This is an optimization exercise on Yosys and OpenROAD, whose aim is small area, a short achievable clock period and few clock cycles per item, not a production implementation. RTL that was checked went through simulation tests only; none was proved equivalent to the original. No activity file was given, so power comes from the tool's default toggle rates.

## v6
## speaker_tone_frequency_meter_top
module speaker_tone_frequency_meter_top #(
  parameter int CYCLES_PER_SECOND = 3546900
) (
  input  logic            clk,
  input  logic            rst,
  input  logic            cmd_valid,
  output logic            cmd_stall,
  input  logic [1:0]      cmd_command,
  input  logic [7:0]      cmd_latch_data,
  input  logic [31:0]     cmd_cycle_time,
  output logic            res_valid,
  input  logic            res_stall,
  output logic [25:0]     res_tone_frequency,
  output logic [7:0]      res_latch_value,
  output logic [1:0]      res_video_mode
);
  localparam int FW = stfm_pkg::FREQ_W;
  localparam int TW = stfm_pkg::TIME_W;
  localparam int PW = 59;
  localparam int LW = FW + 1;
  localparam int NW = 53;
  localparam int SK = 8;
  localparam logic [NW-1:0] HALF_RATE = NW'(CYCLES_PER_SECOND / 2);
  localparam logic [NW-1:0] P_LAST    = NW'((64'(CYCLES_PER_SECOND / 2) << TW) -
                                            64'(CYCLES_PER_SECOND / 2));
  logic [7:0]     latch_byte;
  logic [TW-1:0]  last_toggle_time;
  logic [PW-1:0]  prod;
  logic [TW-1:0]  gap_acc;
  logic [FW-1:0]  frequency_reg;
  logic           rv;
  logic           busy;
  logic           fix;
  logic           chk1;
  logic           chk2;
  logic           t_was;
  logic [4:0]     cnt;
  logic           accept;
  logic           toggle;
  logic           t_nz;
  logic           back;
  logic [TW:0]    shifted;
  logic [TW:0]    add_b;
  logic           add_c;
  logic [TW+1:0]  add_s;
  logic           ge;
  logic [TW-1:0]  rem_next;
  logic [TW+SK:0] g_or;
  logic           skip;
  logic           eligible;
  assign cmd_stall          = busy | fix | (rv & res_stall);
  assign accept             = cmd_valid & ~cmd_stall;
  ...
make LEC_CHECK=0 CAP_MARGIN=20 CORE_MARGIN=2 CORE_UTILIZATION=40 SETUP_SLACK_MARGIN=3.5 SLEW_MARGIN=20 finish   # period 8.0 ns
run.sh (not shown) runs the stock make flow with config.mk's settings and CLKGATE_MAP_FILE= SYNTH_SCRIPT=/design/flow/synth_recipe.tcl, a recipe that flattens the netlist after the stock synthesis.
--- input diff v6..v7 ---
Settings: a change of SETUP_SLACK_MARGIN from 3.5 to 5.0.
==> comparison <==
- Looking only at routed wire length, and setting everything else aside, the higher value of v7 and v6 goes to v7.
- Fraction of area in registers for v7: 3.8 points down relative to v6
- Relative to v6, share of the clock period used by the worst path after layout has decreased by 7.7 points in v7.
- Between v7 and v6, the first-iteration DRC count is lower for v6.
No run of this note included a check of the RTL's function; only the layout flow was run.


The RTL this note starts from:
==> flow/design.v <==
`timescale 1ns / 1ps
package stfm_pkg;
  localparam int FREQ_W   = 26;
  localparam int TIME_W   = 32;
  localparam int MODE_LSB = 3;
  localparam logic [FREQ_W-1:0] FREQ_MAX = {FREQ_W{1'b1}};
  typedef enum logic [1:0] {
    CMD_WRITE = 2'd0,
    CMD_SYNC  = 2'd1,
    CMD_RESET = 2'd2,
    CMD_NOP   = 2'd3
  } cmd_code_t;
  typedef struct packed {
    logic [1:0]        command;
    logic [7:0]        latch_data;
    logic [TIME_W-1:0] cycle_time;
  } cmd_t;
  typedef struct packed {
    logic [FREQ_W-1:0] tone_frequency;
    logic [7:0]        latch_value;
    logic [1:0]        video_mode;
  } res_t;
  typedef struct packed {
    logic done;
    logic saturated;
  } div_status_t;
endpackage
`timescale 1ns / 1ps
`timescale 1ns / 1ps
module speaker_tone_frequency_meter_top #(
  parameter int CYCLES_PER_SECOND = 3546900
) (
  input  logic            clk,
  input  logic            rst,
  input  logic            cmd_valid,
  output logic            cmd_stall,
  input  logic [1:0]      cmd_command,
  input  logic [7:0]      cmd_latch_data,
  input  logic [31:0]     cmd_cycle_time,
  output logic            res_valid,
  input  logic            res_stall,
  output logic [25:0]     res_tone_frequency,
  output logic [7:0]      res_latch_value,
  output logic [1:0]      res_video_mode
);
  localparam int FW = stfm_pkg::FREQ_W;
  localparam int TW = stfm_pkg::TIME_W;
  localparam int PW = 59;
  localparam int LW = FW + 1;
  localparam int NW = 53;
  localparam int SK = 8;
  localparam logic [NW-1:0] HALF_RATE = NW'(CYCLES_PER_SECOND / 2);
  localparam int KB = $clog2(CYCLES_PER_SECOND / 2 + 1);
  localparam logic [NW-1:0] P_LAST    = NW'((64'(CYCLES_PER_SECOND / 2) << TW) -
                                            64'(CYCLES_PER_SECOND / 2));
  logic [7:0]     latch_byte;
  logic [TW-1:0]  last_toggle_time;
  logic [PW-1:0]  prod;
  logic [TW-1:0]  gap_acc;
  logic [FW-1:0]  frequency_reg;
  logic           rv;
  logic           busy;
  logic           fix;
  logic           hold;
  logic           gcalc;
  logic           chk;
  logic           sat;
  logic [4:0]     cnt;
  logic           accept;
  logic           acc_w;
  logic           acc_s;
  logic           acc_r;
  logic           tog;
  logic           toggle;
  logic           t_nz;
  logic           t_nz_d;
  logic           back;
  logic [TW:0]    shifted;
  logic [TW:0]    add_b;
  logic           add_c;
  logic [TW+2:0]  add_w;
  logic [TW+1:0]  add_s;
  logic           ge;
  logic [TW-1:0]  rem_next;
  logic [TW+SK:0] g_or;
  logic           skip;
  logic           eligible;
  assign cmd_stall          = hold | (rv & res_stall);
  assign accept             = cmd_valid & ~cmd_stall;
  assign toggle             = cmd_latch_data[0] ^ latch_byte[0];
  assign t_nz               = t_nz_d;
  assign back               = cmd_cycle_time < last_toggle_time;
  assign res_valid          = rv;
  assign res_tone_frequency = frequency_reg;
  assign res_latch_value    = latch_byte;
  assign res_video_mode     = latch_byte[stfm_pkg::MODE_LSB +: 2];
  assign shifted  = prod[PW-1:LW-1];
  always_comb begin
    if (gcalc) begin
      add_b = {1'b0, last_toggle_time};
      add_c = 1'b1;
    end else if (busy) begin
      add_b = ~shifted;
      add_c = 1'b0;
    end else if (fix) begin
      add_b = ~{last_toggle_time, 1'b0};
      add_c = 1'b1;
    end else begin
      add_b = {last_toggle_time, 1'b0};
      add_c = 1'b0;
    end
  end
  assign add_w    = {2'b0, gap_acc, 1'b1} + {1'b0, add_b, add_c};
  assign add_s    = add_w[TW+2:1];
  assign ge       = ~add_s[TW+1];
  assign rem_next = ge ? ~add_s[TW-1:0] : shifted[TW-1:0];
  always_comb begin
    g_or = '0;
    for (int i = TW - 1; i >= 0; i--) g_or[i] = g_or[i+1] | gap_acc[i];
  end
  assign skip     = (cnt > 5'(SK)) && g_or[SK] && ((prod[PW-1:LW] & ~g_or[TW+SK:SK+1]) == '0);
  assign eligible = t_nz && (prod[PW-1:KB] != '0);
  assign acc_w = accept && (cmd_command == 2'd0);
  assign acc_s = accept && (cmd_command == 2'd1);
  assign acc_r = accept && (cmd_command == 2'd2);
  assign tog   = acc_w && toggle;
  always_ff @(posedge clk) begin
    if (rst) begin
      latch_byte       <= '0;
      t_nz_d           <= 1'b0;
      frequency_reg    <= '0;
      rv               <= 1'b0;
      busy             <= 1'b0;
      fix              <= 1'b0;
      hold             <= 1'b0;
      gcalc            <= 1'b0;
      chk              <= 1'b0;
      sat              <= 1'b0;
    end else begin
      if (rv && !res_stall) rv <= 1'b0;
      if (fix) begin
        fix  <= 1'b0;
        hold <= 1'b0;
      end
      if (accept) begin
        rv <= 1'b1;
      end
      if (acc_w) begin
        latch_byte <= cmd_latch_data;
      end
      if (tog) begin
        t_nz_d           <= (cmd_cycle_time != '0);
        if (t_nz && back) begin
          fix  <= 1'b1;
          hold <= 1'b1;
        end
      end
      if (acc_s) begin
        if (eligible) begin
          busy  <= 1'b1;
          hold  <= 1'b1;
          gcalc <= 1'b1;
          rv    <= 1'b0;
        end else begin
          t_nz_d           <= 1'b0;
          frequency_reg    <= '0;
        end
      end
      if (gcalc) begin
        t_nz_d           <= 1'b0;
        gcalc            <= 1'b0;
        chk              <= 1'b1;
      end
      if (acc_r) begin
        latch_byte       <= '0;
        t_nz_d           <= 1'b0;
        frequency_reg    <= '0;
      end
      sat <= 1'b0;
      if (busy && !gcalc) begin
        chk <= 1'b0;
        sat <= chk && ge;
        if (chk && gap_acc == '0) begin
          frequency_reg <= '0;
          busy          <= 1'b0;
          hold          <= 1'b0;
          rv            <= 1'b1;
        end else if (sat) begin
          frequency_reg <= stfm_pkg::FREQ_MAX;
          busy          <= 1'b0;
          hold          <= 1'b0;
          rv            <= 1'b1;
        end else if (cnt == 5'd1) begin
          frequency_reg <= {prod[FW-2:0], ge};
          busy          <= 1'b0;
          hold          <= 1'b0;
          rv            <= 1'b1;
        end
      end
    end
  end
  always_ff @(posedge clk) begin
    if (tog) begin
      last_toggle_time <= cmd_cycle_time;
    end
    if (tog && !t_nz) begin
      prod    <= '0;
      gap_acc <= ~cmd_cycle_time;
    end else begin
      if (tog) begin
        prod[NW-1:0] <= (prod[NW-1:0] == P_LAST) ? '0 : prod[NW-1:0] + HALF_RATE;
      end else if (busy && !gcalc) begin
        if (skip) begin
          prod <= {prod[PW-SK-1:0], SK'(0)};
        end else begin
          prod <= {rem_next, prod[LW-2:0], ge};
        end
      end
      if ((tog && back) || fix || gcalc) begin
        gap_acc <= add_s[TW-1:0];
      end
    end
    if (!busy || gcalc) begin
      cnt <= 5'(LW);
    end else if (skip) begin
      cnt <= cnt - 5'(SK);
    end else begin
      cnt <= cnt - 5'd1;
    end
  end
endmodule
Settings: LEC_CHECK=0, CAP_MARGIN=20, CORE_MARGIN=2, CORE_UTILIZATION=40, CTS_BUF_LIST=sky130_fd_sc_hd__clkbuf_4 sky130_fd_sc_hd__clkbuf_8, CTS_CLUSTER_DIAMETER=60, CTS_CLUSTER_SIZE=30, SETUP_SLACK_MARGIN=4.5, SLEW_MARGIN=20; clock period 8.0 ns.
The baseline produced a clean layout.
Testbench counts at the start, summed over its fixed seeds: cycles 14,295, items 8,330.
Edit:
==> flow/flow/run.sh (new file) <==
#!/bin/bash
# The standard layout, with plain buffers (buf_2) as the port buffers that
# global placement inserts. Make's full output goes to make.log here; each
# ORFS step keeps its own log under orfs/logs/.
set -euo pipefail
bash standard.sh "BUFFER_PORTS_ARGS=-buffer_cell sky130_fd_sc_hd__buf_2" finish > make.log 2>&1
==> flow/standard.sh (new file) <==
#!/bin/bash
# synth_recipe.tcl (not shown) runs the flow's synth.tcl, then flattens the netlist and writes it again
# the make line also repeats each setting of config.mk as NAME=value (left out here)
make -C /OpenROAD-flow-scripts/flow DESIGN_CONFIG=/design/flow/config.mk WORK_HOME=/design/flow/orfs CLKGATE_MAP_FILE= SYNTH_SCRIPT=/design/flow/synth_recipe.tcl "${@:-finish}"
removed: flow/run.sh
Result:
- The new run went through all stages and came out clean
- die area is unchanged
- worst setup slack gets worse by 0.039 ns
- clock skew grows by 0.0059 ns
- final area shrinks by 4.2%
- worst hold slack is about the same
- total power shrinks by 4.2%
- routed wire length shrinks by 3.2%
- fmax shrinks by 1.1%
Edit:
CTS_BUF_LIST = default   (was sky130_fd_sc_hd__clkbuf_4 sky130_fd_sc_hd__clkbuf_8)
CTS_CLUSTER_DIAMETER = default   (was 60)
CTS_CLUSTER_SIZE = default   (was 30)
SETUP_SLACK_MARGIN = 3.5   (was 4.5)
Setup slack is worse by 0.63 ns.
Global-route usage falls by 0.22 points.
Routed wire length falls by a few percent.
Synthesized area stays the same.
Edit:
SETUP_SLACK_MARGIN = 4.5   (was 3.5)
What happened:
- combinational power came out higher by 13%
- final area rose by 9.7%
- via count climbs by 5.2%
- worst hold slack improves by 0.0035 ns
- worst setup slack gets better by 0.62 ns
- cell count climbs by 3.6%
- core utilization increases by 4.3 points
- sequential share of layout area went down by 2.6 points
- first-iteration DRC count grows by 2.3%
- clock-buffer cell count is lower by 1


RTL: the design.v shown in full above, as it stands there.
==> flow/config.mk <==
export PLATFORM = sky130hd
export DESIGN_NAME = speaker_tone_frequency_meter_top
export DESIGN_NICKNAME = speaker_tone_frequency_meter_top
export VERILOG_FILES = /design/flow/design.v
export SDC_FILE = /design/flow/constraint.sdc
export NUM_CORES = 4
export LEC_CHECK = 0
export CAP_MARGIN = 20
export CORE_MARGIN = 2
export CORE_UTILIZATION = 40
export CTS_BUF_LIST = sky130_fd_sc_hd__clkbuf_4 sky130_fd_sc_hd__clkbuf_8
export CTS_CLUSTER_DIAMETER = 60
export CTS_CLUSTER_SIZE = 24
export SETUP_SLACK_MARGIN = 4.0
export SLEW_MARGIN = 20
==> flow/constraint.sdc <==
create_clock -name core_clock -period 8.0 [get_ports {clk}]
set_input_delay 1.6000 -clock core_clock [delete_from_list [all_inputs] [get_ports {clk}]]
set_output_delay 1.6000 -clock core_clock [all_outputs]
set_load 0.01 [all_outputs]
standard.sh (not shown) runs the stock make flow with config.mk's settings and CLKGATE_MAP_FILE= SYNTH_SCRIPT=/design/flow/synth_recipe.tcl, a recipe that flattens the netlist after the stock synthesis.
==> flow/flow/run.sh <==
#!/bin/bash
# The standard layout, with plain buffers (buf_2) as the port buffers that
# global placement inserts. Make's full output goes to make.log here; each
# ORFS step keeps its own log under orfs/logs/.
set -euo pipefail
bash standard.sh "BUFFER_PORTS_ARGS=-buffer_cell sky130_fd_sc_hd__buf_2" finish > make.log 2>&1
Testbench counts at the start, summed over its fixed seeds: cycles 14,295, items 8,330.
Edit:
Settings changed: CTS_BUF_LIST sky130_fd_sc_hd__clkbuf_4 sky130_fd_sc_hd__clkbuf_8 to not set, CTS_CLUSTER_DIAMETER 60 to not set, CTS_CLUSTER_SIZE 24 to not set.
After rerunning:
- power grows by 9.8%
- critical path depth grows by 10
- clock power grows by 33%
- clock skew shrinks by 0.0068 ns
- global-route usage is about the same
- register-to-register slack loses 0.03 ns
- routed wire length grows by about 0.5%
- final area grows by about 1.4%
- non-clock buffer count is unchanged
- utilization grows by 0.64 points
- worst setup slack loses 0.015 ns
Edit:
Settings changed: CTS_BUF_LIST set to sky130_fd_sc_hd__clkbuf_4 sky130_fd_sc_hd__clkbuf_8, CTS_CLUSTER_DIAMETER set to 60, CTS_CLUSTER_SIZE set to 30, SETUP_SLACK_MARGIN 4.0 to 5.0.
=>
- The changed run completed without violations
- die area is unchanged
- global-route usage is higher by 3.0 points
- synthesized area does not change
- power is higher by a few percent
- critical path depth is higher by 4
- hold slack gains 0.010 ns
- non-clock buffer count is higher by 129


job 9974:
Another version of the RTL of speaker_tone_frequency_meter_top (not shown whole).
Size: about 1600 cells after synthesis, about 170 flip-flops, about 84 I/O pins, ~12000 um2 of cells after synthesis.
Settings: LEC_CHECK=0, CAP_MARGIN=20, CORE_MARGIN=2, CORE_UTILIZATION=55, SETUP_SLACK_MARGIN=4.5, SLEW_MARGIN=20; clock period 8.0 ns.
run.sh (not shown) runs the stock make flow with config.mk's settings and CLKGATE_MAP_FILE= SYNTH_SCRIPT=/design/flow/synth_recipe.tcl, a recipe that flattens the netlist after the stock synthesis.
Stock flow here: none of the scripts above is used.
Edits applied to the flow inputs when going from job 9974 to job 1271:
- CORE_UTILIZATION now 40, was 55
### Flow results
- Wire: job 1271 routes less than job 9974
- NOTE die area job 9974->job 1271 increased by more than a quarter
- Lower sequential share of layout area among job 1271 and job 9974: job 1271
- In job 1271 the area of the multi-input gates turned out 130 um2 higher than in job 9974.
- Comparing job 1271 and job 9974, the lower clock power share is on job 9974.
- Number of non-clock buffers, job 1271 and job 9974, lower one = job 1271.
- Compared with job 9974, job 1271 shows a endpoint required time on the critical path that is 0.03 ns higher.
- Diff job 9974 -> job 1271 | tap cell count | up by more than a quarter
- Job 1271 reached the end of the flow, and the finished layout is clean on the timing, design-rule and antenna checks.
- Status: power after layout parity (job 1271, job 9974)
No functional check of the RTL was part of any run of this note.


speaker_tone_frequency_meter_top, a different RTL version from the one above (not shown whole).
For scale: about 84 I/O pins, roughly 12000 um2 of cells after synthesis.
export LEC_CHECK = 0
export CAP_MARGIN = 20
export CORE_MARGIN = 2
export CORE_UTILIZATION = 40
export SETUP_SLACK_MARGIN = 4.5
export SLEW_MARGIN = 20
export TNS_END_PERCENT = 30
create_clock -name core_clock -period 8.0 [get_ports {clk}]
standard.sh (not shown) runs the stock make flow with config.mk's settings and CLKGATE_MAP_FILE= SYNTH_SCRIPT=/design/flow/synth_recipe.tcl, a recipe that flattens the netlist after the stock synthesis.
Scripts as last shown in full above: flow/flow/run.sh
The starting point finished with timing, DRC and antenna clean.
Change:
- SETUP_SLACK_MARGIN: 4.5 -> 4.0
- TNS_END_PERCENT: 30 -> default
=>
- The new run finished with timing, DRC and antenna clean
- clock-buffer cell count went up by 1
- global-route usage went down by 1.0 points
- hold slack stays flat
No functional check of the RTL was part of any run of this note.

==> static timing again, ports no longer ideal <==
Ports are ideal in the flow. The routed layouts listed here were re-timed in OpenROAD. Step 1 sets driving cells, clkbuf_16 on the clock port and buf_2 on the other inputs (assumed; they add their load-dependent delay and slew). Step 2 moves the port delays by t, midway between the first and last clock arrival at a register: inputs arrive t later, outputs are due t later. That takes back most of the time a late clock gives input paths. Three values: ideal ports, drivers, drivers and shift; two values: the first two.
run | t, ns | setup slack, ns | worst setup path at the end | worst slew at a driven data input, ns
v6 | 0.509 | 3.544 / 3.547 / 3.067 | input to register | 0.04
v7 | 0.510 | 4.163 / 4.163 / 3.703 | input to register | 0.06
the first run of note 2 | 0.540 | 4.398 / 4.358 / 4.004 | input to register | 0.05
the second run of note 2 | 0.538 | 4.359 / 4.321 / 4.017 | input to register | 0.05
the third run of note 2 | 0.504 | 3.728 / 3.728 / 3.333 | input to register | 0.03
the fourth run of note 2 | 0.497 | 4.351 / 4.314 / 4.047 | input to register | 0.05
the first run of note 3 | 0.550 | 4.197 / 4.178 / 3.741 | input to register | 0.03
the second run of note 3 | 0.496 | 4.182 / 4.178 / 3.724 | input to register | 0.03
the third run of note 3 | 0.540 | 4.221 / 4.221 / 4.102 | input to register | 0.06
job 9974 | 0.506 | 4.193 / 4.193 / 3.878 | input to register | 0.05
job 1271 | 0.498 | 4.326 / 4.326 / 3.893 | input to register | 0.06
the first run of note 5 | 0.516 | 4.335 / 4.301 / 3.881 | input to register | 0.04
the second run of note 5 | 0.508 | 4.088 / 4.107 / 3.599 | input to register | 0.04
After both steps every run listed still meets setup and hold. The setup slack of the second run of note 5, which loses most, moves by +0.019 ns with the drivers and by -0.489 ns with both steps.
